Source: an optimization exercise on an open RTL-to-GDS flow (aim: small area). Production flows keep margins and buffers that such runs may drop.
RTL that was checked went through simulation tests only; none was proved equivalent to the original.
No activity file was given, so power comes from the tool's default toggle rates.

## cedar
## wb_subsystem_top
module wb_subsystem_top (
    input  logic                  wb_clk_i,
    input  logic                  rst_n_i,
    input  logic                  wbs_stb_i,
    input  logic                  wbs_we_i,
    input  wb_mux_pkg::wb_addr_t  wbs_adr_i,
    input  wb_mux_pkg::wb_data_t  wbs_dat_i,
    output logic                  wbs_ack_o,
    output wb_mux_pkg::wb_data_t  wbs_dat_o,
    input  wb_mux_pkg::wb_data_t  la_data_i,
    output wb_mux_pkg::wb_data_t  la_data_o,
    output wb_mux_pkg::wb_data_t  la_oen_o,
    input  wb_mux_pkg::gpio_vec_t gpio_in_i,
    output wb_mux_pkg::gpio_vec_t gpio_out_o,
    output wb_mux_pkg::gpio_vec_t gpio_oe_o
);
    logic [7:0]  team_sel;
    logic        in_designs, in_la, in_gpio;
    logic [4:1]  in_team;
    logic        mapped;
    logic        ofs_z, ofs0, ofs4, ofs8;
    assign team_sel   = wbs_adr_i[23:16];
    assign in_designs = (wbs_adr_i[31:24] == 8'h30);
    assign in_la      = (wbs_adr_i[31:16] == 16'h3100);
    assign in_gpio    = (wbs_adr_i[31:16] == 16'h3200);
    assign in_team[1] = in_designs && team_sel == 8'd1;
    assign in_team[2] = in_designs && team_sel == 8'd2;
    assign in_team[3] = in_designs && team_sel == 8'd3;
    assign in_team[4] = in_designs && team_sel == 8'd4;
    assign mapped     = in_la | in_gpio | (|in_team);
    assign ofs_z = (wbs_adr_i[15:4] == 12'h000) && (wbs_adr_i[1:0] == 2'b00);
    assign ofs0  = ofs_z && (wbs_adr_i[3:2] == 2'b00);
    assign ofs4  = ofs_z && (wbs_adr_i[3:2] == 2'b01);
    assign ofs8  = ofs_z && (wbs_adr_i[3:2] == 2'b10);
    logic        r_team, r_la, r_gpio;
    logic [1:0]  slot;
    logic [3:0]  slot_hit;    
    assign r_team = ~wbs_adr_i[25] & ~wbs_adr_i[24];
    assign r_la   = wbs_adr_i[24];
    assign r_gpio = wbs_adr_i[25];
    assign slot   = wbs_adr_i[17:16];
    assign slot_hit[0] = (slot == 2'd0);
    assign slot_hit[1] = (slot == 2'd1);
    assign slot_hit[2] = (slot == 2'd2);
    assign slot_hit[3] = (slot == 2'd3);
    logic ack_q;
    logic access;
    assign access = wbs_stb_i & mapped & ~ack_q;
  ...
Size in the first run: ~430 flip-flops, about 0.016 sq mm of cells after synthesis.
==> module wb_subsystem_top, before the edit <==
module wb_subsystem_top (
    input  logic                  wb_clk_i,
    input  logic                  rst_n_i,
    input  logic                  wbs_stb_i,
    input  logic                  wbs_we_i,
    input  wb_mux_pkg::wb_addr_t  wbs_adr_i,
    input  wb_mux_pkg::wb_data_t  wbs_dat_i,
    output logic                  wbs_ack_o,
    output wb_mux_pkg::wb_data_t  wbs_dat_o,
    input  wb_mux_pkg::wb_data_t  la_data_i,
    output wb_mux_pkg::wb_data_t  la_data_o,
    output wb_mux_pkg::wb_data_t  la_oen_o,
    input  wb_mux_pkg::gpio_vec_t gpio_in_i,
    output wb_mux_pkg::gpio_vec_t gpio_out_o,
    output wb_mux_pkg::gpio_vec_t gpio_oe_o
);
    logic [7:0]  team_sel;
    logic        in_designs, in_la, in_gpio;
    logic [4:1]  in_team;
    logic        mapped;
    logic        ofs_z, ofs0, ofs4, ofs8;
    assign team_sel   = wbs_adr_i[23:16];
    assign in_designs = (wbs_adr_i[31:24] == 8'h30);
    assign in_la      = (wbs_adr_i[31:16] == 16'h3100);
    assign in_gpio    = (wbs_adr_i[31:16] == 16'h3200);
    assign in_team[1] = in_designs && team_sel == 8'd1;
    assign in_team[2] = in_designs && team_sel == 8'd2;
    assign in_team[3] = in_designs && team_sel == 8'd3;
    assign in_team[4] = in_designs && team_sel == 8'd4;
    assign mapped     = in_la | in_gpio | (|in_team);
    assign ofs_z = (wbs_adr_i[15:4] == 12'h000) && (wbs_adr_i[1:0] == 2'b00);
    assign ofs0  = ofs_z && (wbs_adr_i[3:2] == 2'b00);
    assign ofs4  = ofs_z && (wbs_adr_i[3:2] == 2'b01);
    assign ofs8  = ofs_z && (wbs_adr_i[3:2] == 2'b10);
    logic        r_team, r_la, r_gpio;
    logic [1:0]  slot;
    logic [3:0]  slot_hit;    
    assign r_team = ~wbs_adr_i[25] & ~wbs_adr_i[24];
    assign r_la   = wbs_adr_i[24];
    assign r_gpio = wbs_adr_i[25];
    assign slot   = wbs_adr_i[17:16];
    assign slot_hit[0] = (slot == 2'd0);
    assign slot_hit[1] = (slot == 2'd1);
    assign slot_hit[2] = (slot == 2'd2);
    assign slot_hit[3] = (slot == 2'd3);
    logic ack_q;
    logic access;
    assign access = wbs_stb_i & mapped & ~ack_q;
    always_ff @(posedge wb_clk_i or negedge rst_n_i) begin
        if (!rst_n_i) ack_q <= 1'b0;
        else          ack_q <= access;
    end
    assign wbs_ack_o = ack_q;
    logic wr;
    assign wr = access & wbs_we_i;
    logic [31:0] la_data_q, la_oen_q;
    always_ff @(posedge wb_clk_i or negedge rst_n_i) begin
        if (!rst_n_i) begin
            la_data_q <= '0;
            la_oen_q  <= '0;
        end else begin
            if (wr && r_la && ofs0) la_data_q <= wbs_dat_i;
            if (wr && r_la && ofs4) la_oen_q  <= wbs_dat_i;
        end
    end
    assign la_data_o = la_data_q;
    assign la_oen_o  = la_oen_q;
    logic [15:0] gpio_out_q, gpio_oe_q;
    logic [15:0] gpio_meta_q, gpio_sync_q;
    logic [1:0]  sync_live_q;    
    always_ff @(posedge wb_clk_i or negedge rst_n_i) begin
        if (!rst_n_i) begin
            gpio_out_q <= '0;
            gpio_oe_q  <= '0;
        end else begin
            if (wr && r_gpio && ofs0) gpio_out_q <= wbs_dat_i[15:0];
            if (wr && r_gpio && ofs4) gpio_oe_q  <= wbs_dat_i[15:0];
        end
    end
    always_ff @(posedge wb_clk_i) begin
        gpio_meta_q <= gpio_in_i;
        gpio_sync_q <= gpio_meta_q;
    end
    always_ff @(posedge wb_clk_i or negedge rst_n_i) begin
        if (!rst_n_i) sync_live_q <= 2'b00;
        else          sync_live_q <= {sync_live_q[0], 1'b1};
    end
    assign gpio_out_o = gpio_out_q;
    assign gpio_oe_o  = gpio_oe_q;
    logic [31:0] scratch_q [4];
    logic [31:0] count_q   [4];
    logic [3:0]  scratch_live_q, count_live_q;
    logic [3:0]  scr_rd, cnt_rd;
    logic [31:0] scratch_sel, count_sel, count_next;
    for (genvar i = 0; i < 4; i++) begin : g_sel
        assign scr_rd[i] = slot_hit[i] & scratch_live_q[i];
        assign cnt_rd[i] = slot_hit[i] & count_live_q[i];
    end
    always_comb begin
        scratch_sel = '0;
        count_sel   = '0;
        for (int i = 0; i < 4; i++) begin
            scratch_sel = scratch_sel | (scratch_q[i] & {32{scr_rd[i]}});
            count_sel   = count_sel   | (count_q[i]   & {32{cnt_rd[i]}});
        end
    end
    logic [32:0] inc_carry;
    logic [31:0] count_inc;
    assign inc_carry[0] = 1'b1;
    for (genvar b = 0; b < 32; b++) begin : g_inc
        assign count_inc[b]     = count_sel[b] ^ inc_carry[b];
        assign inc_carry[b + 1] = count_sel[b] & inc_carry[b];
    end
    assign count_next = (wbs_we_i && ofs8) ? wbs_dat_i : count_inc;
    for (genvar i = 0; i < 4; i++) begin : g_team
        logic hit;
        assign hit = access & r_team & slot_hit[i];
        always_ff @(posedge wb_clk_i) begin
            if (hit && wbs_we_i && ofs0) scratch_q[i] <= wbs_dat_i;
            if (hit)                     count_q[i]   <= count_next;
        end
        always_ff @(posedge wb_clk_i or negedge rst_n_i) begin
            if (!rst_n_i) begin
                scratch_live_q[i] <= 1'b0;
                count_live_q[i]   <= 1'b0;
            end else begin
                if (hit && wbs_we_i && ofs0) scratch_live_q[i] <= 1'b1;
                if (hit)                     count_live_q[i]   <= 1'b1;
            end
        end
    end
    logic [31:0] rd_word, rd_q;
    logic [31:0] team_id;
    assign team_id = {29'd0, slot_hit[0], slot[1], slot[0]};
    logic [3:0] sel_scr;
    logic       sel_cnt, sel_id, sel_lad, sel_lao, sel_lai, sel_go, sel_goe, sel_gi;
    for (genvar i = 0; i < 4; i++) begin : g_rsel
        assign sel_scr[i] = r_team & ofs0 & scr_rd[i];
    end
    assign sel_cnt = r_team & ofs8;
    assign sel_id  = r_team & ofs4;
    assign sel_lad = r_la & ofs0;
    assign sel_lao = r_la & ofs4;
    assign sel_lai = r_la & ofs8;
    assign sel_go  = r_gpio & ofs0;
    assign sel_goe = r_gpio & ofs4;
    assign sel_gi  = r_gpio & ofs8 & sync_live_q[1];
    always_comb begin
        rd_word = (count_sel & {32{sel_cnt}})
                | (team_id   & {32{sel_id}})
                | (la_data_q & {32{sel_lad}})
                | (la_oen_q  & {32{sel_lao}})
                | (la_data_i & {32{sel_lai}})
                | ({16'd0, gpio_out_q}  & {32{sel_go}})
                | ({16'd0, gpio_oe_q}   & {32{sel_goe}})
                | ({16'd0, gpio_sync_q} & {32{sel_gi}});
        for (int i = 0; i < 4; i++)
            rd_word = rd_word | (scratch_q[i] & {32{sel_scr[i]}});
    end
    always_ff @(posedge wb_clk_i) begin
        rd_q <= rd_word;
    end
    assign wbs_dat_o = rd_q;
endmodule
clock: 6.0 ns
lec_check: 0
cap_margin: 20
core_margin: 2
core_utilization: 65
slew_margin: 20
standard.sh (not shown) runs the stock make flow with config.mk's settings and CLKGATE_MAP_FILE= SYNTH_SCRIPT=/design/flow/synth_recipe.tcl, a recipe that flattens the netlist after the stock synthesis.
==> flow/flow/run.sh <==
#!/bin/bash
# The standard ORFS layout with three changes:
#  - synthesis maps logic with an area-oriented ABC script (flow/area.abc);
#  - ports are buffered with the smallest buffer;
#  - clock tree synthesis uses small clock buffers and no dummy loads.
set -euo pipefail
export AREA_ABC_SCRIPT=$PWD/flow/area.abc
bash standard.sh \
  "SYNTH_SCRIPT=$PWD/flow/synth.tcl" \
  "BUFFER_PORTS_ARGS=-buffer_cell sky130_fd_sc_hd__buf_1" \
  "CTS_ARGS=-sink_clustering_enable -repair_clock_nets -dont_use_dummy_load -buf_list sky130_fd_sc_hd__clkbuf_8 -sink_clustering_size 20 -sink_clustering_max_diameter 50" \
  finish > layout.log 2>&1
==> flow/flow/area.abc <==
strash
dc2
dc2
dch -f
amap
topo
==> flow/flow/synth.tcl <==
# synth_recipe.tcl with one change: ABC maps the combinational logic with
# the area-oriented script in area.abc (flip-flops are mapped before ABC
# runs and keep their names and cell types).
proc synth {args} { yosys synth -nofsm -noshare {*}$args }
proc abc {args} {
  set i [lsearch -exact $args -script]
  if { $i >= 0 } { lset args [expr {$i + 1}] $::env(AREA_ABC_SCRIPT) }
  yosys abc {*}$args
}
source $::env(SCRIPTS_DIR)/synth.tcl
# left out here: clear keep_hierarchy, flatten, clean up, hide names made inside functions, write 1_2_yosys.v
Complete run, failing final checks: cedar, reason negative setup slack.
Modified inputs, pine compared to cedar
--- a/flow/design.v
+++ b/flow/design.v
@@ -118,19 +118,31 @@
         count_sel   = '0;
         for (int i = 0; i < 4; i++) begin
             scratch_sel = scratch_sel | (scratch_q[i] & {32{scr_rd[i]}});
             count_sel   = count_sel   | (count_q[i]   & {32{cnt_rd[i]}});
         end
     end
-    logic [32:0] inc_carry;
-    logic [31:0] count_inc;
-    assign inc_carry[0] = 1'b1;
-    for (genvar b = 0; b < 32; b++) begin : g_inc
-        assign count_inc[b]     = count_sel[b] ^ inc_carry[b];
-        assign inc_carry[b + 1] = count_sel[b] & inc_carry[b];
+    logic [7:0]  grp_ones;
+    logic [7:0]  grp_cin;
+    logic [31:0] inc_carry, count_inc;
+    for (genvar g = 0; g < 8; g++) begin : g_grp
+        assign grp_ones[g] = &count_sel[4*g +: 4];
+        if (g == 0) begin : g_first
+            assign grp_cin[g] = 1'b1;
+        end else begin : g_rest
+            assign grp_cin[g] = &grp_ones[g-1:0];
+        end
+        for (genvar b = 0; b < 4; b++) begin : g_bit
+            if (b == 0) begin : g_b0
+                assign inc_carry[4*g+b] = grp_cin[g];
+            end else begin : g_bn
+                assign inc_carry[4*g+b] = grp_cin[g] & (&count_sel[4*g +: b]);
+            end
+        end
     end
+    assign count_inc  = count_sel ^ inc_carry;
     assign count_next = (wbs_we_i && ofs8) ? wbs_dat_i : count_inc;
     for (genvar i = 0; i < 4; i++) begin : g_team
         logic hit;
         assign hit = access & r_team & slot_hit[i];
         always_ff @(posedge wb_clk_i) begin
             if (hit && wbs_we_i && ofs0) scratch_q[i] <= wbs_dat_i;
==> comparison <==
Comparing cedar and pine, the lower area after synthesis is on pine.
Between cedar and pine, global routing usage on met3 decreased.
Combinational power: lower on pine
Multi-input gate share of total cell area on pine is down relative to cedar.
In the metrics for cedar and pine, the one carrying the lower clock group share of total power is pine.
Of cedar and pine, the run reporting the higher total power was cedar.
Both conditions hold for pine: the flow ran to the end and the final layout passed the timing, DRC and antenna checks.
Summary of pine over cedar: gate count of the mapped netlist now larger, setup slack now larger.
Fraction of final layout cells with drive strength greater than 1: pine vs cedar down 10 points
In the final reports, the cell area of pine is smaller than that of cedar.
Compared with cedar, pine shows a share of final layout cell area taken by clock buffers and inverters that is 0.20 points higher.
For cedar, only the layout was checked, not whether the RTL still works.

-- what the ideal ports hide --
How much do the figures lean on ideal ports? The routed layouts below were timed once more, with nothing changed but the port constraints.
Step 1, drivers: a clkbuf_16 drives wb_clk_i and a buf_2 each remaining input, both assumed.
Step 2 moves the port delays by t, midway between the first and last clock arrival at a register: inputs arrive t later, outputs are due t later. That takes back most of the time a late clock gives input paths.
Slacks: ideal ports / drivers / drivers and shift; pairs: ideal ports / drivers.
run | t, ns | setup slack, ns | worst hold slack (ns)
cedar | 0.597 | -1.088 / -1.111 / -1.707 | 0.324 / 0.324 / 0.324
pine | 0.576 | 0.352 / 0.374 / -0.202 | 0.314 / 0.314 / 0.314
Met with ideal ports but missed after step 2: setup timing in pine. For cedar, which loses most, drivers alone change the setup slack by -0.023 ns; drivers and shift together by -0.619 ns.
